Background: an optimization exercise with open tools, aiming at small area and a short achievable clock period. Do not read the settings as production practice.
RTL that was checked went through simulation tests only; none was proved equivalent to the original.
Function not checked in runs 2 to 4: the RTL went through the layout flow alone.
Power and IR drop assume default switching activity.

===== flow/run.sh =====
#!/bin/bash
# synth_recipe.tcl (not shown) runs the flow's synth.tcl, then flattens the netlist and writes it again
# the make line also repeats each setting of config.mk as NAME=value (left out here)
make -C /OpenROAD-flow-scripts/flow DESIGN_CONFIG=/design/flow/config.mk WORK_HOME=/design/flow/orfs CLKGATE_MAP_FILE= SYNTH_SCRIPT=/design/flow/synth_recipe.tcl finish

===== flow/config.mk =====
export PLATFORM = sky130hd
export DESIGN_NAME = pccore_top
export DESIGN_NICKNAME = pccore_top
export VERILOG_FILES = /design/flow/design.v
export SDC_FILE = /design/flow/constraint.sdc
export NUM_CORES = 4
export LEC_CHECK = 0
export CAP_MARGIN = 20
export CORE_MARGIN = 2
export CORE_UTILIZATION = 40
export SLEW_MARGIN = 20

===== flow/constraint.sdc =====
create_clock -name core_clock -period 5.0 [get_ports {clk}]
set_input_delay 1.0000 -clock core_clock [delete_from_list [all_inputs] [get_ports {clk}]]
set_output_delay 1.0000 -clock core_clock [all_outputs]
set_load 0.01 [all_outputs]

===== flow/design.v =====
package pc_bus_pkg;
    typedef enum logic {
        BUS_READ  = 1'b0,                         
        BUS_WRITE = 1'b1                          
    } bus_op_e;
    typedef struct packed {
        logic                       valid;        
        bus_op_e                    op;           
        logic [4-1:0]   slot;         
        logic [8-1:0]    reg_idx;      
        logic [8-1:0]   wdata;        
    } bus_req_t;                                  
    typedef struct packed {
        logic stall;                              
        logic ack;                                
    } slot_resp_t;
endpackage
package pc_map_pkg;
    typedef logic [4-1:0] slot_idx_t;    
    typedef logic [8-1:0]  reg_idx_t;     
    typedef logic [16-1:0]   periph_id_t;   
    typedef struct packed {
        slot_idx_t slot;
        reg_idx_t  reg_idx;
    } addr_map_t;
    typedef enum logic [1:0] {
        REG_ID_LO   = 2'd0,                       
        REG_ID_HI   = 2'd1,                       
        REG_SCRATCH = 2'd2,                       
        REG_NONE    = 2'd3                        
    } reg_sel_e;
    function automatic periph_id_t slot_id(slot_idx_t idx);
        case (idx)
            4'h0:    slot_id = 16'h002f;
            4'h1:    slot_id = 16'h0024;
            4'h2:    slot_id = 16'h001b;
            4'h3:    slot_id = 16'h001a;
            4'h4:    slot_id = 16'h001d;
            4'h5:    slot_id = 16'h0029;
            4'h6:    slot_id = 16'h0008;
            4'h7:    slot_id = 16'h001e;
            4'h8:    slot_id = 16'h0026;
            default: slot_id = 16'h0000;             
        endcase
    endfunction
    function automatic reg_sel_e reg_class(reg_idx_t idx);
        if (idx == 0)                reg_class = pc_map_pkg::REG_ID_LO;
        else if (idx == 1)           reg_class = pc_map_pkg::REG_ID_HI;
        else if (idx < 8) reg_class = pc_map_pkg::REG_SCRATCH;
        else                         reg_class = pc_map_pkg::REG_NONE;
    endfunction
endpackage
`timescale 1ns/1ps
module apb_bus_bridge (
    input  logic                      clk,
    input  logic                      arst_n,
    input  logic                      psel,
    input  logic                      penable,
    input  logic                      pwrite,
    input  logic [12-1:0]  paddr,
    input  logic [8-1:0]  pwdata,
    output logic [8-1:0]  prdata,
    output logic                      pready,
    output logic                      pslverr,
    output pc_bus_pkg::bus_req_t      req,
    output logic [8-1:0]  chain_head,
    input  logic                      done,
    input  logic                      err,
    input  logic [8-1:0]  rdata
);
    typedef enum logic [1:0] {
        IDLE,                                     
        ACCESS,                                   
        RESPOND                                   
    } state_e;
    state_e                     state;
    logic                       valid_q;          
    pc_bus_pkg::bus_op_e        op_q;             
    pc_map_pkg::addr_map_t      addr_q;           
    logic [8-1:0]   wdata_q;          
    logic                       setup;            
    assign setup = psel && !penable;
    always_ff @(posedge clk or negedge arst_n) begin
        if (!arst_n) begin
            state   <= IDLE;
            valid_q <= 1'b0;
            pready  <= 1'b0;
            pslverr <= 1'b0;
        end else begin
            pready  <= 1'b0;                      
            pslverr <= 1'b0;
            case (state)
                IDLE: begin
                    if (setup) begin
                        valid_q <= 1'b1;          
                        state   <= ACCESS;
                    end
                end
                ACCESS: begin
                    if (done) begin
                        valid_q <= 1'b0;          
                        pready  <= 1'b1;
                        pslverr <= err;
                        state   <= RESPOND;
                    end
                end
                RESPOND: state <= IDLE;           
                default: state <= IDLE;
            endcase
        end
    end
    always_ff @(posedge clk) begin
        if (state == IDLE && setup) begin
            op_q    <= pwrite ? pc_bus_pkg::BUS_WRITE : pc_bus_pkg::BUS_READ;
            addr_q  <= pc_map_pkg::addr_map_t'(paddr);  
            wdata_q <= pwdata;
        end
    end
    always_ff @(posedge clk) begin
        if (state == ACCESS && done) begin
            if (op_q == pc_bus_pkg::BUS_READ && !err)
                prdata <= rdata;
            else
                prdata <= '0;
        end
    end
    always_comb begin
        req.valid   = valid_q;
        req.op      = op_q;
        req.slot    = addr_q.slot;
        req.reg_idx = addr_q.reg_idx;
        req.wdata   = wdata_q;
    end
    assign chain_head = wdata_q;                  
endmodule
`timescale 1ns/1ps
module periph_slot #(
    parameter int SLOT_INDEX = 0                  
) (
    input  logic                      clk,
    input  logic                      arst_n,
    input  pc_bus_pkg::bus_req_t      req,
    input  logic [8-1:0]  chain_in,   
    output logic [8-1:0]  chain_out,  
    output pc_bus_pkg::slot_resp_t    resp
);
    localparam pc_map_pkg::slot_idx_t  MY_SLOT  = pc_map_pkg::slot_idx_t'(SLOT_INDEX);
    localparam pc_map_pkg::periph_id_t MY_ID    = pc_map_pkg::slot_id(MY_SLOT);
    localparam int                     CNT_BITS = $clog2(2 + 2);
    localparam int                     SCR_BITS = $clog2((8 - 2));
    logic [8-1:0] scratch [(8 - 2)];  
    logic [CNT_BITS-1:0]      cnt;                
    logic                     served;             
    pc_map_pkg::reg_sel_e     cls;                
    logic [SCR_BITS-1:0]      scr_idx;            
    logic                     hit;                
    logic [8-1:0] rd_val;             
    assign cls     = pc_map_pkg::reg_class(req.reg_idx);
    assign scr_idx = SCR_BITS'(req.reg_idx - 2);
    assign hit     = req.valid && (req.slot == MY_SLOT) &&
                     (cls != pc_map_pkg::REG_NONE) && !served;
    assign resp.stall = hit && (cnt != CNT_BITS'(2));
    assign resp.ack   = hit && (cnt == CNT_BITS'(2));
    always_ff @(posedge clk or negedge arst_n) begin
        if (!arst_n) begin
            cnt    <= '0;
            served <= 1'b0;
            for (int i = 0; i < (8 - 2); i++)
                scratch[i] <= '0;
        end else begin
            if (!req.valid) begin                 
                cnt    <= '0;
                served <= 1'b0;
            end else if (hit) begin
                if (resp.ack)
                    served <= 1'b1;
                else
                    cnt <= cnt + 1'b1;
            end
            if (resp.ack && req.op == pc_bus_pkg::BUS_WRITE &&
                cls == pc_map_pkg::REG_SCRATCH)
                scratch[scr_idx] <= req.wdata;
        end
    end
    always_comb begin
        case (cls)
            pc_map_pkg::REG_ID_LO:   rd_val = MY_ID[7:0];
            pc_map_pkg::REG_ID_HI:   rd_val = MY_ID[15:8];
            pc_map_pkg::REG_SCRATCH: rd_val = scratch[scr_idx];
            default:                 rd_val = '0;
        endcase
    end
    assign chain_out = (resp.ack && req.op == pc_bus_pkg::BUS_READ) ? rd_val : chain_in;
endmodule
`timescale 1ns/1ps
module bus_return (
    input  logic                                         clk,
    input  logic                                         arst_n,
    input  logic                                         req_valid,
    input  logic [9-1:0]                     resp_stall,
    input  logic [9-1:0]                     resp_ack,
    input  logic [8-1:0]                     chain_tail,
    output logic                                         done,
    output logic                                         err,
    output logic [8-1:0]                     rdata
);
    logic any_stall;                              
    logic any_ack;                                
    logic answered;                               
    always_comb begin
        any_stall = 1'b0;
        any_ack   = 1'b0;
        for (int i = 0; i < 9; i++) begin
            any_stall |= resp_stall[i];
            any_ack   |= resp_ack[i];
        end
    end
    always_ff @(posedge clk or negedge arst_n) begin
        if (!arst_n) begin
            done     <= 1'b0;
            err      <= 1'b0;
            answered <= 1'b0;
        end else begin
            done <= 1'b0;                         
            if (!req_valid) begin
                answered <= 1'b0;
            end else if (!answered) begin
                if (any_ack) begin
                    done     <= 1'b1;
                    err      <= 1'b0;
                    answered <= 1'b1;
                end else if (!any_stall) begin
                    done     <= 1'b1;             
                    err      <= 1'b1;
                    answered <= 1'b1;
                end
            end
        end
    end
    always_ff @(posedge clk) begin
        if (req_valid && !answered && any_ack)
            rdata <= chain_tail;
    end
endmodule
`timescale 1ns/1ps
module pccore_top (
    input  logic                      clk,
    input  logic                      arst_n,
    input  logic                      psel,
    input  logic                      penable,
    input  logic                      pwrite,
    input  logic [12-1:0]  paddr,
    input  logic [8-1:0]  pwdata,
    output logic [8-1:0]  prdata,
    output logic                      pready,
    output logic                      pslverr
);
    pc_bus_pkg::bus_req_t                       req;         
    logic [9-1:0] resp_stall;         
    logic [9-1:0] resp_ack;           
    logic [8-1:0] chain [9+1];       
    logic                     done;               
    logic                     err;                
    logic [8-1:0] rdata;              
    apb_bus_bridge bridge_i (
        .clk        (clk),
        .arst_n     (arst_n),
        .psel       (psel),
        .penable    (penable),
        .pwrite     (pwrite),
        .paddr      (paddr),
        .pwdata     (pwdata),
        .prdata     (prdata),
        .pready     (pready),
        .pslverr    (pslverr),
        .req        (req),
        .chain_head (chain[9]),
        .done       (done),
        .err        (err),
        .rdata      (rdata)
    );
    for (genvar k = 0; k < 9; k++) begin : g_slot
        pc_bus_pkg::slot_resp_t resp;             
        periph_slot #(
            .SLOT_INDEX (k)
        ) slot_i (
            .clk        (clk),
            .arst_n     (arst_n),
            .req        (req),
            .chain_in   (chain[k+1]),
            .chain_out  (chain[k]),
            .resp       (resp)
        );
        assign resp_stall[k] = resp.stall;
        assign resp_ack[k]   = resp.ack;
    end
    bus_return return_i (
        .clk        (clk),
        .arst_n     (arst_n),
        .req_valid  (req.valid),
        .resp_stall (resp_stall),
        .resp_ack   (resp_ack),
        .chain_tail (chain[0]),
        .done       (done),
        .err        (err),
        .rdata      (rdata)
    );
endmodule

==> results of run 1 <==
worst max-delay path: cells and delay by family (launching register included):
kind	cells	cell delay [ns]
DFF	1	0.38
muxes	1	0.41
and+or+nand+nor	6	3.07
cell type report:
cell class	count	area, µm²	share of cell area
Tap cell	765	957	0.0362
Sequential cell	504	12800	0.484
Clock inverter	16	210	0.00794
Inverter	20	75.1	0.00284
Timing Repair Buffer	80	728	0.0275
Multi-Input combinational cell	1223	10100	0.383
Clock buffer	79	1570	0.0592
flip-flops by register name, summed over array words and instances, names as in the netlist:
signal                 flops
g_slot.slot_i.served       9
g_slot.slot_i.cnt         18
return_i.done              1
bridge_i.op_q              1
return_i.err               1
bridge_i.pslverr           1
bridge_i.pready            1
return_i.answered          1
bridge_i.prdata            8
return_i.rdata             8
bridge_i.state             2
bridge_i.wdata_q           8
g_slot.slot_i.scratch    432
bridge_i.valid_q           1
bridge_i.addr_q           12
kinds of logic (layout without fill, tap and decap cells):
logic type / count (synthesis) / after routing
fa+ha+maj: 11 / 11
mux: 517 / 517
flops: 504 / 504
compound gates: 347 / 347
simple gates: 343 / 343
buf+inv: 165 / 195
xor+xnor: 5 / 5
worst max path at each step:
stage / from / to / slack (ns)
after floorplan: bridge_i.addr_q[1] / return_i.rdata[2] / 1.11
after global placement: bridge_i.addr_q[3] / g_slot[1].slot_i.scratch[1][2] / 1.09
after detailed placement: bridge_i.addr_q[3] / g_slot[1].slot_i.scratch[1][4] / 1.05
after CTS: bridge_i.addr_q[3] / g_slot[1].slot_i.scratch[1][0] / 1.05
after global routing: bridge_i.addr_q[7] / g_slot[1].slot_i.scratch[1][5] / 0.63
final: bridge_i.addr_q[3] / g_slot[1].slot_i.scratch[5][2] / 1.0
layer usage:
| layer | share of wire | track usage | up-vias |
|---|---|---|---|
| met5 | 0 | 0 | - |
| met4 | 0.034 | 0.0794 | 0 |
| met3 | 0.066 | 0.0359 | 134 |
| met2 | 0.46 | 0.365 | 637 |
| met1 | 0.44 | 0.326 | 8705 |
| li1 | - | - | 7006 |
metrics by stage:
stage	setup slack, ns	utilization
floorplan	1.11	-
global placement	1.09	0.426
detailed placement	1.05	0.426
CTS	1.05	0.457
global route	0.629	0.457
finish	0.999	0.457
cells in the mapped netlist (all sizes together) (6+ instances only):
cell / n / share of area
a211oi: 20 / 0.0064
edfxtp: 37 / 0.047
or3: 16 / 0.0043
or4: 6 / 0.0021
inv: 19 / 0.0030
a222oi: 17 / 0.0072
clkbuf: 110 / 0.018
mux2i: 51 / 0.022
nor3: 32 / 0.0077
a22o: 23 / 0.0086
and2: 14 / 0.0037
o221ai: 6 / 0.0022
ha: 11 / 0.0059
o21a: 6 / 0.0019
nor2: 91 / 0.015
nor3b: 6 / 0.0024
nand2: 97 / 0.015
a22oi: 31 / 0.0099
o21ai: 83 / 0.018
a21oi: 58 / 0.012
mux2: 466 / 0.22
nor4: 16 / 0.0055
a31oi: 7 / 0.0019
o2111ai: 10 / 0.0037
o22ai: 7 / 0.0019
a221oi: 25 / 0.0093
dfrtp: 467 / 0.50
nand3: 28 / 0.0060
buf: 35 / 0.0063
nand2b: 6 / 0.0016
o211ai: 18 / 0.0057
power groups by stage:
stage / Combinational [W] / Sequential [W] / Clock (W)
after detailed placement: 0.000973 / 0.00431 / 0
after CTS: 0.000976 / 0.00423 / 0.00414
after floorplan: 0.000508 / 0.00429 / 0
after global placement: 0.000962 / 0.00430 / 0
final: 0.000983 / 0.00423 / 0.00407
after global routing: 0.00105 / 0.00424 / 0.00432
==> flow_summary.ini, run 1 <==
[run_status]
status = complete, no violations

[routing]
wl_per_cell_um = 25.9
viasPerCell = 6.13
dr.pass1.iters = 9
first_iter_violations = 1739
vias = 16500
wl_mm = 69.5
drc = 0
ant_nets = 0

[logic_synthesis]
ys.flop_type = dfrtp_1
postSynth.asyncResetShare = 0.927
yosys.area_share.simple = 0.0740
synth_nets = 1928
syn_area_per_cell_um2 = 12.4
synth_seq_area_share = 0.544
synth-edff-count = 37
synth_cell_type_count = 73
synth_top_family_by_area = multiplexers
muxShareOfSynthArea = 0.245
netlist_area_um2 = 23500
synthCells = 1892
synth_compound_area_frac = 0.102
synth_seq_cells = 504
yosysWarnings = 22
synth_fa_ha_area_frac = 0.00585
synth_xor_xnor_area_share = 0.00186

[critical_path]
crit_fanout = 25
worst-r2r-setup-slack_ns = 1.0
critPathCaptureType = flop
cpMostUsedCell = nand2_1
path_cells = nor4_1 -> nand2_1 -> or3_1 -> nor3_1 -> nand2_1 -> nor3_2 -> mux2_2
timing.rr.start = bridge_i.addr_q[3]
worst_ep_required_time_ns = 5.49
criticalPathCategory = flop to flop
worstPathArrival_ns = 4.49
r2r_cells = 7
cp_slowest_cell = nand2_1
start_kind = flop
worstReg2RegEnd = g_slot[1].slot_i.scratch[5][2]
max_stage_delay_ns = 0.69

[finish]
most-common-layout-cells = dfrtp_1 (467), mux2_2 (466), nand2_1 (97), nor2_1 (84), o21ai_0 (83)
area_growth_syn_to_layout_pct = 12.5
final_area_um2 = 26500
final_nets = 1918
drive_gt1_frac = 0.323
antenna_cells = 0
final_common_cell = dfrtp_1
fillCellCount = 5255
final_cells = 2687

[grt]
grt_pass1_wl_mm = 107
grt_pass1_vias = 16600
track_usage = 0.232
grt_antenna_before_repair = 0
grt_max_degree = 112
grt-ovfl-total = 0

[clocking]
postCtsHoldBufs = 0
cts.repair.resized = 0
numCtsBuffers = 53
cts_tree = yes
cts_root_buf = clkbuf_16
clockBufferDepth = 3
postCtsSetupBuffers = 0
clk_latency_ns = 0.62
h-tree-depth = 2
cts_sinks = 504
clk_pin_slew_worst_paths_ns = 0.06

[floorplan]
placementRows = 88
core_area_um2 = 57900
start_util = 0.406
pin_count = 35
chipHeight_um = 246
fp.dieW_um = 246
die-area_um2 = 60700

[sta]
period_share = 0.800
max_slew_margin = 0.352
setup_viol = 0
fin_setup_tns_ns = 0
slew_violations = 0
fmax_mhz = 250
tightest_slew_ns = 0.971
rsz0062_at_grt = no
period_needed_ns = 4.00
hold_ws_ns = 0.466
finalClockSkew_ns = 0.0305
hold_viol_final = 0

[place]
placed_cells = 2592
post-dp-hpwl_mm = 44.1
io_buffers = 34
gp_congestion = 0.912
dpl_cell_area_um2 = 24700

[power]
p_int_w = 0.00683
power_frac_clock = 0.439
pwr-share-comb = 0.106
ir_worst_vdd_mv = 0.298
p_total_w = 0.00929
switchingPower_w = 0.00246
switching_share = 0.265
p_seq_frac = 0.456
p_leak_nw = 12.3
p_per_area_nw_per_um2 = 351

[flow_run]
cap_viol_max_count = 0

[min_path]
hold_class = input port to asynchronous set/reset pin
==> run 2, diff against run 1 <==
==> flow/design.v (replaced) <==
`timescale 1ns/1ps
module pccore_top (
    input  logic                      clk,
    input  logic                      arst_n,
    input  logic                      psel,
    input  logic                      penable,
    input  logic                      pwrite,
    input  logic [12-1:0]  paddr,
    input  logic [8-1:0]  pwdata,
    output logic [8-1:0]  prdata,
    output logic                      pready,
    output logic                      pslverr
);
    localparam int NS = 9;
    localparam int NB = (8 - 2);          
    logic [2:0] cnt;
    logic       setup;
    logic       map_q;                            
    logic       start;                            
    assign setup = psel && !penable;
    assign start = setup && (cnt == 3'd0 || cnt[2:1] == 2'b11);
    always_ff @(posedge clk or negedge arst_n) begin
        if (!arst_n) begin
            cnt     <= 3'd0;
            pready  <= 1'b0;
            pslverr <= 1'b0;
        end else begin
            case (cnt)
                3'd0, 3'd6, 3'd7: cnt <= setup ? 3'd1 : 3'd0;
                3'd3:             cnt <= map_q ? 3'd4 : 3'd0;
                default:          cnt <= cnt + 3'd1;
            endcase
            pready  <= (cnt == 3'd4 && map_q) || (cnt == 3'd2 && !map_q);
            pslverr <= cnt == 3'd2 && !map_q;
        end
    end
    logic [2:0] ph;
    logic [2:0] ph_n;                             
    assign ph_n = {ph[1:0], ~ph[2]};
    always_ff @(posedge clk or negedge arst_n) begin
        if (!arst_n) ph <= 3'd0;
        else         ph <= ph_n;
    end
    logic [2:0] code;                             
    logic       scr;                              
    logic       wwin;                             
    logic       rwin;                             
    assign code = {paddr[2] & (paddr[1] | ~paddr[0]),
                   paddr[1] & (paddr[2] |  paddr[0]),
                   paddr[0]};
    assign scr  = (paddr[7:3] == 5'd0) && (paddr[2:1] != 2'd0);
    assign wwin = start || (cnt != 3'd0 && cnt[2:1] != 2'b11);
    assign rwin = start || (cnt != 3'd0 && !cnt[2]);
    logic [NS-1:0]            hit_q;              
    logic [8-1:0] wd_q;               
    logic                     weq_q;              
    logic                     req0_q;             
    logic                     req2_q;             
    logic                     idq_q;              
    logic                     vset_q;             
    always_ff @(posedge clk) begin
        for (int s = 0; s < NS; s++)
            hit_q[s] <= paddr[11:8] == 4'(s);
        wd_q   <= pwdata;
        map_q  <= !paddr[11] || (paddr[10:8] == 3'd0) ? (paddr[7:3] == 5'd0) : 1'b0;
        weq_q  <= wwin && pwrite && scr && (code == ph_n);
        req0_q <= rwin && !pwrite && scr && (code == ph_n);
        req2_q <= rwin && !pwrite && scr && (code == {ph_n[0], ~ph_n[2], ~ph_n[1]});
        idq_q  <= start && !pwrite && (paddr[7:0] == 8'd0);
        vset_q <= cnt == 3'd5 && pwrite && scr;
    end
    logic [8-1:0] ring [NS][NB];
    logic [NS-1:0]            valid;
    logic [8-1:0] rd_or [NS+1];
    assign rd_or[0] = '0;
    for (genvar s = 0; s < NS; s++) begin : g_ring
        logic wsel;
        logic sel0;
        logic sel2;
        assign wsel = hit_q[s] && weq_q;
        assign sel0 = hit_q[s] && req0_q && valid[s];
        assign sel2 = hit_q[s] && req2_q && valid[s];
        always_ff @(posedge clk) begin
            for (int k = 0; k < NB - 1; k++)
                ring[s][k] <= ring[s][k+1];
            ring[s][NB-1] <= wsel ? wd_q : (valid[s] ? ring[s][0] : '0);
        end
        always_ff @(posedge clk or negedge arst_n) begin
            if (!arst_n)                  valid[s] <= 1'b0;
            else if (hit_q[s] && vset_q)  valid[s] <= 1'b1;
        end
        assign rd_or[s+1] = rd_or[s] | ({8{sel0}} & ring[s][0])
                                     | ({8{sel2}} & ring[s][2]);
    end
    localparam logic [NS*8-1:0] ID_LO = {8'h26, 8'h1e, 8'h08, 8'h29, 8'h1d,
                                         8'h1a, 8'h1b, 8'h24, 8'h2f};
    logic [7:0] id_lo;
    always_comb begin
        id_lo = 8'h00;
        for (int s = 0; s < NS; s++)
            id_lo |= {8{hit_q[s]}} & ID_LO[s*8 +: 8];
    end
    always_ff @(posedge clk) begin
        prdata <= ((cnt == 3'd1) ? 8'h00 : prdata) | rd_or[NS] |
                  ({8{idq_q}} & id_lo);
    end
endmodule
--- a/flow/config.mk
+++ b/flow/config.mk
@@ -8,4 +8,7 @@
 export CAP_MARGIN = 20
 export CORE_MARGIN = 2
-export CORE_UTILIZATION = 40
+export CORE_UTILIZATION = 55
+export CTS_BUF_LIST = sky130_fd_sc_hd__clkbuf_4 sky130_fd_sc_hd__clkbuf_8
+export CTS_CLUSTER_SIZE = 25
+export SETUP_SLACK_MARGIN = 2.8
 export SLEW_MARGIN = 20
==> run 2 against run 1 <==
Compared with the run above:
- flip-flop and latch count is 24 lower
- synthesized cell count fell by 47%
- die area shrank 60%
- critical endpoint is now prdata[4]
- sequential share of layout area is 18 points higher
- non-clock buffer count decreased by 44
- count of clock-buffer cells in the layout is 34 higher
- global-route usage is 0.069 points higher
- clock power fell by 18%
- clock skew decreased by 0.0088 ns
- largest cell class unchanged
==> flow_summary.ini, run 2 <==
[run_status]
status = complete, no violations

[critical_path]
crit_start = valid[5]
crit_fanout = 13
worst_ep_required_time_ns = 5.44
critPathCaptureType = flop
cp_slowest_cell = dfrtp_1
worstReg2RegEnd = prdata[4]
worstPathArrival_ns = 2.62
start_kind = flop
timing.rr.start = valid[5]
criticalPathCategory = flop to flop
path_cells = nand2_1 -> o22ai_1 -> a221o_1 -> or4_1
max_stage_delay_ns = 0.65
worstSetupEndpoint = prdata[4]
worst-r2r-setup-slack_ns = 2.82
r2r_cells = 4

[routing]
wl_per_cell_um = 19.6
dr.pass1.iters = 5
wl_mm = 27.4
drc = 0
vias = 7261
first_iter_violations = 541
viasPerCell = 5.21
ant_nets = 0

[logic_synthesis]
synth_nets = 1043
synth_top_family_by_area = simple AND/OR/NAND/NOR gates
synthCells = 1012
synth_fa_ha_area_frac = 0.00599
synth.area.top_cells = dfxtp_1 (74%), nand2_1 (5.2%), dfrtp_1 (3.4%)
netlist_top_cells_count = dfxtp_1 (463), nand2_1 (173), o21ai_0 (81)
syn_area_per_cell_um2 = 12.4
yosys.area_share.simple = 0.101
ys.flop_type = dfxtp_1
netlist_area_um2 = 12500
postSynth.asyncResetShare = 0.0354
yosysWarnings = 3
synth_seq_area_share = 0.773
synth-edff-count = 0
synth_compound_area_frac = 0.0984
synth_xor_xnor_area_share = 0.00140
synth_cell_type_count = 59
synth.most_common_cell = dfxtp_1
yosys.area.top_type = dfxtp_1
muxShareOfSynthArea = 0
synth_seq_cells = 480
synth_top_area_share = 0.739

[grt]
grt_antenna_before_repair = 0
grt-ovfl-total = 0
grt_pass1_vias = 7105
track_usage = 0.233
grt_pass1_wl_mm = 41.6
grt_max_degree = 47

[place]
io_buffers = 34
gp_congestion = 0.823
post-dp-hpwl_mm = 17.2
placed_cells = 1273

[floorplan]
pin_count = 35
start_util = 0.557
die-area_um2 = 24000
placementRows = 55
fp.dieW_um = 155
core_area_um2 = 22500
chipHeight_um = 155

[finish]
final_nets = 1093
drive_gt1_frac = 0.139
top_register = ring
final_common_cell = dfxtp_1
area_growth_syn_to_layout_pct = 16.3
reg_top3 = ring: 432 flops, hit_q: 9 flops, valid: 9 flops
final_cells = 1395
antenna_cells = 0
most-common-layout-cells = dfxtp_1 (453), nand2_1 (173), clkbuf_8 (91), o21ai_0 (81), a22oi_1 (40)
fillCellCount = 1736
largest_reg_flops = 432

[clocking]
h-tree-depth = 3
clk_latency_ns = 0.58
cts_tree = yes
clockBufferDepth = 3
cts_sinks = 480
postCtsHoldBufs = 0
numCtsBuffers = 72
cts.repair.resized = 34
clk_pin_slew_worst_paths_ns = 0.06
postCtsSetupBuffers = 0
cts_root_buf = clkbuf_8

[sta]
slew_violations = 0
finalClockSkew_ns = 0.0217
fin_setup_tns_ns = 0
setup_viol = 0
max_slew_margin = 0.365
tightest_slew_ns = 0.950
rsz0062_at_grt = no
period_share = 0.436
period_needed_ns = 2.18
fmax_mhz = 459
hold_viol_final = 0

[power]
p_int_w = 0.00587
switchingPower_w = 0.00151
power_frac_clock = 0.451
p_per_area_nw_per_um2 = 506
p_leak_nw = 5.65
ir_worst_vdd_mv = 0.272
p_seq_frac = 0.528
switching_share = 0.205
pwr-share-comb = 0.022

[flow_run]
cap_viol_max_count = 0

[min_path]
hold_class = flop to flop
run 2: changes by cell type after synthesis, sizes merged, moves of 37 or more:
cell and delta:
clkbuf -55, mux2i -51, dfrtp -450, dfxtp +463, nor2 -80, nand2 +76
a21oi -52, mux2 -466, edfxtp -37
run 2: stage by stage:
stage	setup slack, ns	power (W)	hold slack [ns]	area [µm²]	utilization
finish	2.82	0.00738	0.318	14600	0.648
global route	2.81	0.00763	0.312	14600	0.648
CTS	2.79	0.00744	0.312	14600	0.648
detailed placement	2.45	0.00414	0.312	13000	0.579
global placement	2.47	0.00414	0.310	13000	0.579
floorplan	2.95	0.00406	0.310	12500	-
run 2: kinds of logic after synthesis:
family / count (synthesis)
AND/OR/NAND/NOR: 270
AO/OA/AOI/OAI: 188
flip-flops: 480
buffers and inverters: 66
XOR/XNOR: 2
adder cells (fa/ha/maj): 6
run 2: how the worst min path moves through the flow:
stage | from | end | cells past startpoint
after floorplan | ring[1][0] | ring[0][0] | 0
after global placement | ring[29][2] | ring[28][2] | 0
after detailed placement | ring[37][3] | ring[36][3] | 0
after CTS | ring[27][7] | ring[26][7] | 0
after global routing | ring[34][7] | ring[33][7] | 0
final | ring[27][7] | ring[26][7] | 0
run 2: per-layer routing:
metal	up-vias	GRT usage	share of wire
met3	71	0.0440	0.046
met1	3455	0.336	0.49
met2	191	0.342	0.43
met5	-	0	0
met4	0	0.105	0.033
li1	3544	-	-
run 2: final cells by class:
cell class | count | area, µm² | share of cell area
Inverter | 6 | 22.5 | 0.00154
Multi-Input combinational cell | 466 | 2590 | 0.178
Clock inverter | 9 | 129 | 0.00884
Timing Repair Buffer | 36 | 358 | 0.0245
Clock buffer | 113 | 1420 | 0.0972
Tap cell | 285 | 357 | 0.0244
Sequential cell | 480 | 9710 | 0.666
run 2: power groups by stage:
stage	clock (W)	sequential, W	combinational (W)
CTS	0.00339	0.00389	0.000159
detailed placement	0	0.00398	0.000161
floorplan	0	0.00395	0.000107
global route	0.00356	0.00390	0.000176
finish	0.00333	0.00389	0.000160
global placement	0	0.00398	0.000159
run 2: worst max-delay path: cells and delay by family, from the launching register on:
kind	cells	cell delay, ns
AO/OA/AOI/OAI	2	0.46
AND/OR/NAND/NOR	2	0.93
flip-flops	1	0.65
==> run 3, diff against run 2 <==
==> flow/config.mk (replaced) <==
export PLATFORM = sky130hd
export DESIGN_NAME = pccore_top
export DESIGN_NICKNAME = pccore_top
export VERILOG_FILES = /design/flow/design.v
export SDC_FILE = /design/flow/constraint.sdc
export NUM_CORES = 4
export LEC_CHECK = 0
export CAP_MARGIN = 20
export CORE_MARGIN = 2
export CORE_UTILIZATION = 40
export SLEW_MARGIN = 20
==> run 3 against run 2 <==
Compared with the run above:
- non-clock buffer count unchanged
- critical endpoint is now prdata[4]
- first-iteration DRC count down 11%
- worst setup slack lost 0.41 ns
- still clean
- power is 1.2% higher
- design area increased by 0.58%
- synthesized cell count stayed put
- cell count is 4.9% higher
==> flow_summary.ini, run 3 <==
[logic_synthesis]
syn_area_per_cell_um2 = 12.4
synth_cell_type_count = 59
yosysWarnings = 3
netlist_top_cells_count = dfxtp_1 (463), nand2_1 (173), o21ai_0 (81)
yosys.area.top_type = dfxtp_1
synth_fa_ha_area_frac = 0.00599
synth_top_family_by_area = simple AND/OR/NAND/NOR gates
ys.flop_type = dfxtp_1
synth.area.top_cells = dfxtp_1 (74%), nand2_1 (5.2%), dfrtp_1 (3.4%)
postSynth.asyncResetShare = 0.0354
synth_seq_area_share = 0.773
synth_nets = 1043
synth-edff-count = 0
synth_seq_cells = 480
muxShareOfSynthArea = 0
netlist_area_um2 = 12500
synth_compound_area_frac = 0.0984
synth.most_common_cell = dfxtp_1
synth_xor_xnor_area_share = 0.00140
synth_top_area_share = 0.739
synthCells = 1012
yosys.area_share.simple = 0.101

[power]
p_per_area_nw_per_um2 = 509
p_int_w = 0.00598
p_total_w = 0.00747
p_leak_nw = 5.55
p_seq_frac = 0.521
pwr-share-comb = 0.021
switchingPower_w = 0.00149
ir_worst_vdd_mv = 0.308
power_frac_clock = 0.457
switching_share = 0.200

[sta]
setup_viol = 0
tightest_slew_ns = 0.881
fmax_mhz = 387
period_share = 0.517
fin_setup_tns_ns = 0
finalClockSkew_ns = 0.0139
max_slew_margin = 0.411
hold_viol_final = 0
period_needed_ns = 2.58
slew_violations = 0
rsz0062_at_grt = no

[critical_path]
r2r_cells = 5
max_stage_delay_ns = 0.58
start_kind = flop
worst-path-stages = 1
crit_fanout = 2
path_cells = clkdlybuf4s50_1
worst_ep_required_time_ns = 4.00
criticalPathCategory = flop to output pin
cp_num_buf_inv = 1
critPathCaptureType = output pin
cp_slowest_cell = clkdlybuf4s50_1
worstPathArrival_ns = 1.58
critPathTopFamily = buffers and inverters

[floorplan]
die-area_um2 = 32800
placementRows = 64
fp.dieW_um = 181
chipHeight_um = 181
start_util = 0.408
core_area_um2 = 30700
pin_count = 35

[flow_run]
cap_viol_max_count = 0

[finish]
area_growth_syn_to_layout_pct = 16.9
final_common_cell = dfxtp_1
largest_reg_flops = 432
drive_gt1_frac = 0.0758
final_nets = 1066
final_cells = 1464
most-common-layout-cells = dfxtp_1 (461), nand2_1 (173), o21ai_0 (81), clkbuf_16 (46), a22oi_1 (40)
reg_top3 = ring: 432 flops, hit_q: 9 flops, valid: 9 flops
fillCellCount = 2751
antenna_cells = 0
top_register = ring

[clocking]
postCtsSetupBuffers = 0
clockBufferDepth = 3
postCtsHoldBufs = 0
clk_latency_ns = 0.54
cts_sinks = 480
clk_pin_slew_worst_paths_ns = 0.07
h-tree-depth = 2
cts_tree = yes
cts_root_buf = clkbuf_16
cts.repair.resized = 0
numCtsBuffers = 45

[grt]
grt_antenna_before_repair = 0
grt_max_degree = 47
grt_pass1_vias = 6874
grt_pass1_wl_mm = 42.3
track_usage = 0.170
grt-ovfl-total = 0

[place]
gp_congestion = 0.806
io_buffers = 34
post-dp-hpwl_mm = 17.9
placed_cells = 1384

[routing]
first_iter_violations = 482
wl_mm = 27.6
viasPerCell = 4.89
drc = 0
ant_nets = 0
vias = 7155
wl_per_cell_um = 18.8
dr.pass1.iters = 5

[min_path]
whs_path_depth = 0
hold_class = flop to flop

[run_status]
status = complete, no violations
## run 3: cell counts after synthesis
No cell type changed its count.
## run 3: worst reg2reg max path, cell delays in order (launching register included)
cell and delay (ns):
dfxtp_2 0.49, buf_4 0.37, a22oi_1 0.28, o22ai_1 0.12, a221o_1 0.28, or4_1 0.50
## run 3: metal layers
metal	vias to the layer above	routed length, µm	global-route usage
li1	3488	-	-
met1	3408	13000	0.239
met2	202	12000	0.258
met3	57	1650	0.0377
met4	0	869	0.0621
met5	-	0	0
## run 3: logic make-up after synthesis
logic type	count (synthesis)
compound gates	188
xor+xnor	2
fa+ha+maj	6
buf+inv	66
flops	480
simple gates	270
## run 3: worst paths after layout
path,from,to,slack [ns]
worst max register to register,req0_q,prdata[4],2.85
worst min-delay path,ring[4][1],ring[3][1],0.32
max in group asynchronous,arst_n,valid[2],3.49
worst min register to register,ring[4][1],ring[3][1],0.32
worst max-delay path,prdata[4],prdata[4],2.42
min in group asynchronous,arst_n,ph[0],0.96
## run 3: power by group through the flow
stage / registers [W] / logic, W / clock network [W]
final: 0.00390 / 0.000158 / 0.00342
after global routing: 0.00390 / 0.000177 / 0.00366
after detailed placement: 0.00398 / 0.000158 / 0
after CTS: 0.00389 / 0.000159 / 0.00348
after global placement: 0.00398 / 0.000154 / 0
after floorplan: 0.00395 / 0.000107 / 0
## run 3: per-stage QoR
step	util	hold WS [ns]	setup slack (ns)	area [µm²]
floorplan	-	0.310	2.95	12500
global placement	0.428	0.310	2.48	13200
detailed placement	0.428	0.312	2.43	13200
CTS	0.477	0.317	2.44	14700
global route	0.477	0.326	2.41	14700
finish	0.477	0.317	2.42	14700
## run 3: final cells by class
cell class / count / area (µm²) / area share
repair buffers: 36 / 355 / 0.0242
clock buffers: 66 / 1300 / 0.0884
inverters: 6 / 22.5 / 0.00154
flip-flops and latches: 480 / 9700 / 0.661
multi-input cells: 466 / 2590 / 0.177
clock inverters: 14 / 210 / 0.0143
well taps: 396 / 495 / 0.0338
==> run 4, diff against run 3 <==
--- a/flow/config.mk
+++ b/flow/config.mk
@@ -8,4 +8,8 @@
 export CAP_MARGIN = 20
 export CORE_MARGIN = 2
-export CORE_UTILIZATION = 40
+export CORE_UTILIZATION = 60
+export CTS_BUF_LIST = sky130_fd_sc_hd__clkbuf_4 sky130_fd_sc_hd__clkbuf_8 sky130_fd_sc_hd__clkbuf_16
+export CTS_CLUSTER_DIAMETER = 100
+export CTS_CLUSTER_SIZE = 30
+export SETUP_SLACK_MARGIN = 3.2
 export SLEW_MARGIN = 20
==> run 4 against run 3 <==
Compared with the run above:
- clock skew increased by 0.020 ns
- maximum frequency increased by 27%
- routed wire length decreased by 3.3%
- worst setup slack improved by 0.54 ns
- via count about the same
- critical path type unchanged
==> flow_summary.ini, run 4 <==
[sta]
tightest_slew_ns = 0.963
period_share = 0.408
fin_setup_tns_ns = 0
period_needed_ns = 2.04
finalClockSkew_ns = 0.0339
setup_viol = 0
rsz0062_at_grt = yes
hold_viol_final = 0
slew_violations = 0
max_slew_margin = 0.357
fmax_mhz = 490

[finish]
final_cells = 1301
final_util = 0.679
largest_reg_flops = 432
reg_top3 = ring: 432 flops, hit_q: 9 flops, valid: 9 flops
area_growth_syn_to_layout_pct = 10.2
final_nets = 1055
most-common-layout-cells = dfxtp_1 (448), nand2_1 (171), o21ai_0 (80), a22oi_1 (37), clkdlybuf4s50_1 (20)
drive_gt1_frac = 0.105
top_register = ring
final_area_um2 = 13800
final_common_cell = dfxtp_1
antenna_cells = 0
fillCellCount = 1479

[floorplan]
die-area_um2 = 22100
placementRows = 52
core_area_um2 = 20400
fp.dieW_um = 149
chipHeight_um = 149
pin_count = 35
start_util = 0.616

[power]
power_frac_clock = 0.310
switchingPower_w = 0.00120
switching_share = 0.204
ir_worst_vdd_mv = 0.296
p_int_w = 0.00469
p_total_w = 0.00589
pwr-share-comb = 0.029
p_seq_frac = 0.660
p_leak_nw = 5.24
p_per_area_nw_per_um2 = 426

[logic_synthesis]
synth.area.top_cells = dfxtp_1 (74%), nand2_1 (5.2%), dfrtp_1 (3.4%)
yosys.area.top_type = dfxtp_1
netlist_area_um2 = 12500
synth-edff-count = 0
syn_area_per_cell_um2 = 12.4
netlist_top_cells_count = dfxtp_1 (463), nand2_1 (173), o21ai_0 (81)
synth_top_area_share = 0.739
synthCells = 1012
yosysWarnings = 3
synth_seq_cells = 480
synth_seq_area_share = 0.773
postSynth.asyncResetShare = 0.0354
synth_nets = 1043
ys.flop_type = dfxtp_1
synth.most_common_cell = dfxtp_1
synth_cell_type_count = 59

[routing]
dr.pass1.iters = 5
ant_nets = 0
wl_mm = 26.7
drc = 0
viasPerCell = 5.50
wl_per_cell_um = 20.5
first_iter_violations = 632
vias = 7160

[clocking]
clk_latency_ns = 0.54
clk_pin_slew_worst_paths_ns = 0.11
postCtsHoldBufs = 0
cts_root_buf = clkbuf_16
h-tree-depth = 1
numCtsBuffers = 19
cts_sinks = 480
cts_tree = yes
clockBufferDepth = 3

[grt]
track_usage = 0.242
grt_max_degree = 40
grt_pass1_vias = 7208
grt-ovfl-total = 0
grt_pass1_wl_mm = 40.6
grt_antenna_before_repair = 0

[critical_path]
criticalPathCategory = flop to output pin
worst_ep_required_time_ns = 4.00
worstPathArrival_ns = 1.04
worst-r2r-setup-slack_ns = 3.24
cp_slowest_cell = dfxtp_4
cp_num_buf_inv = 1
critPathTopFamily = flip-flops
critPathCaptureType = output pin
max_stage_delay_ns = 0.38
start_kind = flop
crit_fanout = 2
path_cells = buf_6

[place]
dpl_cell_area_um2 = 13000
post-dp-hpwl_mm = 17.6
gp_congestion = 0.824
placed_cells = 1259
io_buffers = 34

[run_status]
status = complete, no violations

[min_path]
hold_class = flop to flop

[flow_run]
cap_viol_max_count = 0
run 4: power by group through the flow:
stage / Clock [W] / Sequential (W) / Combinational (W)
2_1_floorplan: 0 / 0.00395 / 0.000111
3_3_place_gp: 0 / 0.00398 / 0.000149
3_5_place_dp: 0 / 0.00398 / 0.000158
4_1_cts: 0.00186 / 0.00389 / 0.000162
5_1_grt: 0.00198 / 0.00390 / 0.000189
6_report: 0.00183 / 0.00389 / 0.000172
run 4: repair_timing:
| action | in CTS | in global routing |
|---|---|---|
| endpoints found under the setup margin | 21 | 23 |
| resized for setup | 83 | 25 |
| setup buffers | 6 | 8 |
run 4: routing by layer:
layer	up-vias	GRT usage	wire, µm
met2	218	0.381	11900
met3	56	0.0387	1420
met4	0	0.0957	852
met5	-	0	0
li1	3429	-	-
met1	3457	0.340	12500
run 4: path summary, 6_finish.rpt:
check | start | end | cells after the start
max | prdata[5] | prdata[5] | 1
min reg2reg | ring[51][3] | ring[50][3] | 0
min | ring[51][3] | ring[50][3] | 0
min in group asynchronous | arst_n | valid[1] | 1
max reg2reg | hit_q[4] | prdata[4] | 3
max in group asynchronous | arst_n | valid[7] | 1
run 4: kinds of logic after synthesis:
family / share of synthesized area
xor gates and xnor gates: 0.00140
DFF: 0.773
AOI/OAI and AO/OA: 0.0984
adders and majority gates: 0.00598
buffers and inverters: 0.0204
and+or+nand+nor: 0.101
run 4: stage by stage:
stage,hold slack (ns),worst slack [ns]
finish,0.322,2.96
global route,0.339,2.93
CTS,0.331,2.95
detailed placement,0.312,2.43
global placement,0.310,2.49
floorplan,0.310,3.11
run 4: final cells by class:
| type | count | area [µm²] | area share |
|---|---|---|---|
| clock buffers | 27 | 536 | 0.0387 |
| clock inverters | 1 | 8.76 | 0.000633 |
| inverters | 6 | 22.5 | 0.00163 |
| multi-input cells | 466 | 2700 | 0.195 |
| flip-flops and latches | 480 | 9740 | 0.704 |
| well taps | 270 | 338 | 0.0244 |
| repair buffers | 51 | 479 | 0.0347 |
==> run 5, diff against run 4 <==
==> flow/design.v (replaced) <==
`timescale 1ns/1ps
module pccore_top (
    input  logic                      clk,
    input  logic                      arst_n,
    input  logic                      psel,
    input  logic                      penable,
    input  logic                      pwrite,
    input  logic [12-1:0]  paddr,
    input  logic [8-1:0]  pwdata,
    output logic [8-1:0]  prdata,
    output logic                      pready,
    output logic                      pslverr
);
    localparam int NS = 9;
    localparam int NB = (8 - 2);          
    logic [2:0] cnt;
    logic       setup;
    logic       map_q;                            
    assign setup = psel && !penable;
    always_ff @(posedge clk or negedge arst_n) begin
        if (!arst_n) begin
            cnt     <= 3'd0;
            pready  <= 1'b0;
            pslverr <= 1'b0;
        end else begin
            case (cnt)
                3'd0, 3'd6: cnt <= setup ? 3'd1 : 3'd0;
                3'd3:       cnt <= map_q ? 3'd4 : 3'd0;
                3'd7:       cnt <= 3'd0;
                default:    cnt <= cnt + 3'd1;
            endcase
            pready  <= (cnt == 3'd4 && map_q) || (cnt == 3'd2 && !map_q);
            pslverr <= cnt == 3'd2 && !map_q;
        end
    end
    logic [3:0]               slot_q;
    logic [2:0]               reg_q;
    logic                     wr_q;
    logic [8-1:0] wd_q;
    always_ff @(posedge clk) begin
        slot_q <= paddr[11:8];
        reg_q  <= paddr[2:0];
        wr_q   <= pwrite;
        wd_q   <= pwdata;
        map_q  <= (paddr[11:8] < 4'(NS)) && (paddr[7:3] == 5'd0);
    end
    logic [2:0] ph;
    always_ff @(posedge clk or negedge arst_n) begin
        if (!arst_n) ph <= 3'd0;
        else         ph <= {ph[1:0], ~ph[2]};
    end
    logic [2:0] code;
    assign code = {reg_q[2] & (reg_q[1] | ~reg_q[0]),
                   reg_q[1] & (reg_q[2] |  reg_q[0]),
                   reg_q[0]};
    logic eq0;                                    
    logic eq2;                                    
    assign eq0 = code == ph;
    assign eq2 = code == {ph[0], ~ph[2], ~ph[1]};
    logic scr;                                    
    logic wr_ok;                                  
    logic rd_ok;                                  
    logic id_rd;                                  
    assign scr   = map_q && (reg_q[2:1] != 2'd0);
    assign wr_ok = wr_q && scr && (cnt != 3'd0) && (cnt != 3'd7);
    assign rd_ok = !wr_q && scr && (cnt != 3'd0) && (cnt <= 3'd4);
    assign id_rd = !wr_q && map_q && (reg_q == 3'd0) && (cnt == 3'd1);
    logic [8-1:0] ring [NS][NB];
    logic [NS-1:0]            valid;
    logic [8-1:0] rd_or [NS+1];
    assign rd_or[0] = '0;
    for (genvar s = 0; s < NS; s++) begin : g_ring
        logic hit;
        logic wsel;
        logic sel0;
        logic sel2;
        assign hit  = slot_q == 4'(s);
        assign wsel = wr_ok && hit && eq0;
        assign sel0 = rd_ok && hit && eq0 && valid[s];
        assign sel2 = rd_ok && hit && eq2 && valid[s];
        always_ff @(posedge clk) begin
            for (int k = 0; k < NB - 1; k++)
                ring[s][k] <= ring[s][k+1];
            ring[s][NB-1] <= wsel ? wd_q : (valid[s] ? ring[s][0] : '0);
        end
        always_ff @(posedge clk or negedge arst_n) begin
            if (!arst_n)                        valid[s] <= 1'b0;
            else if (wr_ok && hit && cnt == 3'd6) valid[s] <= 1'b1;
        end
        assign rd_or[s+1] = rd_or[s] | ({8{sel0}} & ring[s][0])
                                     | ({8{sel2}} & ring[s][2]);
    end
    logic [7:0] id_lo;
    always_comb begin
        case (slot_q)
            4'h0:    id_lo = 8'h2f;
            4'h1:    id_lo = 8'h24;
            4'h2:    id_lo = 8'h1b;
            4'h3:    id_lo = 8'h1a;
            4'h4:    id_lo = 8'h1d;
            4'h5:    id_lo = 8'h29;
            4'h6:    id_lo = 8'h08;
            4'h7:    id_lo = 8'h1e;
            4'h8:    id_lo = 8'h26;
            default: id_lo = 8'h00;
        endcase
    end
    always_ff @(posedge clk) begin
        prdata <= ((cnt == 3'd1) ? 8'h00 : prdata) | rd_or[NS] |
                  ({8{id_rd}} & id_lo);
    end
endmodule
==> flow/config.mk (replaced) <==
export PLATFORM = sky130hd
export DESIGN_NAME = pccore_top
export DESIGN_NICKNAME = pccore_top
export VERILOG_FILES = /design/flow/design.v
export SDC_FILE = /design/flow/constraint.sdc
export NUM_CORES = 4
export LEC_CHECK = 0
export CAP_MARGIN = 20
export CORE_MARGIN = 2
export CORE_UTILIZATION = 40
export SLEW_MARGIN = 20
==> run 5 against run 4 <==
Compared with the run above:
- worst setup slack worse by 0.89 ns
- non-clock buffer count fell by 4
- clock power up 110%
- combinational power grew about 30%
- clock skew decreased by 0.017 ns
- maximum frequency is 30% lower
- routed wire length is 19% higher
- flip-flop and latch count stayed put
- design area increased by 15%
- critical path type is now flop to flop
- largest power group unchanged
- highest routed layer unchanged
==> flow_summary.ini, run 5 <==
[routing]
wl_per_cell_um = 21.2
dr.pass1.iters = 5
wl_mm = 31.8
first_iter_violations = 661
drc = 0
ant_nets = 0
vias = 7419
viasPerCell = 4.95

[clocking]
clk_latency_ns = 0.54
cts_tree = yes
cts.repair.resized = 0
numCtsBuffers = 47
postCtsSetupBuffers = 0
clk_pin_slew_worst_paths_ns = 0.06
clockBufferDepth = 3
h-tree-depth = 2
cts_sinks = 480
cts_root_buf = clkbuf_16
postCtsHoldBufs = 0

[finish]
reg_top3 = ring: 432 flops, valid: 9 flops
largest_reg_flops = 432
most-common-layout-cells = dfxtp_1 (463), nand3_1 (57), and2_1 (49), clkbuf_16 (47), nand2_1 (44)
drive_gt1_frac = 0.156
final_util = 0.485
final_area_um2 = 15900
area_growth_syn_to_layout_pct = 18.6
final_common_cell = dfxtp_1
top_register = ring
final_nets = 1059
antenna_cells = 0
fillCellCount = 2880

[logic_synthesis]
synth_compound_area_frac = 0.0583
muxShareOfSynthArea = 0.0715
synth_seq_area_share = 0.725
yosysWarnings = 3
synth.area.top_cells = dfxtp_1 (69%), mux2_2 (3.4%), dfrtp_1 (3.2%)
syn_area_per_cell_um2 = 13.8
synth_top_family_by_area = simple AND/OR/NAND/NOR gates
synth_nets = 1008
synth_top_area_share = 0.693
synth_fa_ha_area_frac = 0.0103
synth_xor_xnor_area_share = 0.00196
netlist_top_cells_count = dfxtp_1 (463), nand3_1 (57), and2_1 (49)
synth.most_common_cell = dfxtp_1
synth-edff-count = 0
synth_cell_type_count = 72
yosys.area.top_type = dfxtp_1
yosys.area_share.simple = 0.110
synthCells = 972
synth_seq_cells = 480
ys.flop_type = dfxtp_1
netlist_area_um2 = 13400
postSynth.asyncResetShare = 0.0354

[sta]
max_slew_margin = 0.274
period_share = 0.585
slew_violations = 0
finalClockSkew_ns = 0.0168
hold_ws_ns = 0.316
period_needed_ns = 2.93
fmax_mhz = 342
setup_viol = 0
tightest_slew_ns = 1.08
hold_viol_final = 0
fin_setup_tns_ns = 0
rsz0062_at_grt = no

[power]
p_total_w = 0.00794
p_per_area_nw_per_um2 = 500
ir_worst_vdd_mv = 0.367
p_leak_nw = 6.53

[critical_path]
worst-r2r-setup-slack_ns = 2.07
r2r_cells = 5
critPathCaptureType = flop
timing.rr.start = ph[0]
crit_start = ph[0]
worstSetupEndpoint = ring[5][4]
criticalPathCategory = flop to flop
worst_ep_required_time_ns = 5.42
worstPathArrival_ns = 3.35
worstReg2RegEnd = ring[5][4]
start_kind = flop
crit_fanout = 22

[place]
post-dp-hpwl_mm = 20.4
dpl_cell_area_um2 = 14200
io_buffers = 34
gp_congestion = 0.835

[grt]
grt_pass1_wl_mm = 47.6
grt_pass1_vias = 7421
grt_antenna_before_repair = 0
grt_max_degree = 36
track_usage = 0.182
grt-ovfl-total = 0

[floorplan]
chipHeight_um = 187
start_util = 0.409
core_area_um2 = 32700
die-area_um2 = 34900
pin_count = 35
placementRows = 66
fp.dieW_um = 187

[min_path]
hold_class = flop to flop

[flow_run]
cap_viol_max_count = 0

[run_status]
status = complete, no violations
## run 5: worst min path at each step
stage	start	depth (start not counted)	to
after global placement	ring[37][6]	0	ring[36][6]
after floorplan	ring[1][0]	0	ring[0][0]
after CTS	ring[27][4]	0	ring[26][4]
after detailed placement	ring[13][1]	0	ring[12][1]
final	ring[27][4]	0	ring[26][4]
after global routing	ring[27][4]	0	ring[26][4]
## run 5: per-stage QoR
stage | setup slack, ns | instances
4_1_cts | 2.09 | 1500
3_3_place_gp | 2.20 | 1416
3_5_place_dp | 2.11 | 1416
6_report | 2.07 | 1500
2_1_floorplan | 3.01 | 972
5_1_grt | 1.99 | 1500
## run 5: kinds of logic after synthesis
| logic type | count (synthesis) |
|---|---|
| AO/OA/AOI/OAI | 96 |
| multiplexers | 85 |
| flip-flops | 480 |
| adder cells (fa/ha/maj) | 11 |
| XOR/XNOR | 3 |
| AND/OR/NAND/NOR | 234 |
| buffers and inverters | 63 |
## run 5: layout make-up
type                    count  area (µm²)  share of cell area
flip-flops and latches    480        9690               0.611
multi-input cells         429        3400               0.214
clock inverters            19         357              0.0225
well taps                 442         553              0.0349
clock buffers              65        1350              0.0853
repair buffers             47         438              0.0276
inverters                  18        67.6             0.00426
## run 5: per-layer routing
| metal | global-route usage | share of wire |
|---|---|---|
| met1 | 0.257 | 0.46 |
| met2 | 0.270 | 0.43 |
| met3 | 0.0418 | 0.071 |
| met4 | 0.0696 | 0.036 |
| met5 | 0 | 0 |
## run 5: power by group
part / internal [W] / total (W) / switching (W)
logic: 0.0000859 / 0.000224 / 0.000138
registers: 0.00385 / 0.00390 / 0.0000437
clock network: 0.00240 / 0.00382 / 0.00141
total: 0.00634 / 0.00794 / 0.00159
## run 5: critical path: stages (launching register included)
cell	delay, ns
dfrtp_1	0.49
and4bb_2	0.35
a211oi_2	0.11
o21ai_4	0.79
nand3_2	0.60
mux2_2	0.45

[static timing again, ports no longer ideal]
Ports are ideal in the flow. The routed layouts listed here were re-timed in OpenROAD.
Step 1 (the two cells are an assumption about what drives the block):
set clk [get_ports {clk}]
set_driving_cell -lib_cell sky130_fd_sc_hd__clkbuf_16 $clk
set_driving_cell -lib_cell sky130_fd_sc_hd__buf_2 [delete_from_list [all_inputs] $clk]
Step 2 also shifts input and output timing later by t, the mid clock arrival at the registers, as if the neighbouring blocks saw the same clock.
a / b / c = ideal ports / drivers / drivers and shift; a / b = the first two.
run | t, ns | setup slack, ns | hold slack, ns | worst register clock-pin slew, ns | worst slew at a driven data input, ns
run 1 | 0.665 | 0.999 / 0.999 / 0.999 | 0.466 / 0.450 / 0.488 | 0.06 / 0.06 | 0.05
run 2 | 0.607 | 2.822 / 2.798 / 2.425 | 0.318 / 0.318 / 0.318 | 0.07 / 0.07 | 0.04
run 3 | 0.585 | 2.416 / 2.364 / 2.408 | 0.317 / 0.317 / 0.317 | 0.07 / 0.07 | 0.04
run 4 | 0.576 | 2.959 / 2.910 / 2.748 | 0.322 / 0.322 / 0.322 | 0.11 / 0.11 | 0.04
run 5 | 0.587 | 2.073 / 2.073 / 2.073 | 0.316 / 0.316 / 0.316 | 0.06 / 0.06 | 0.04
After both steps setup and hold are still met in every run listed. For run 2, which loses most, drivers alone change the setup slack by -0.024 ns; drivers and shift together by -0.397 ns.
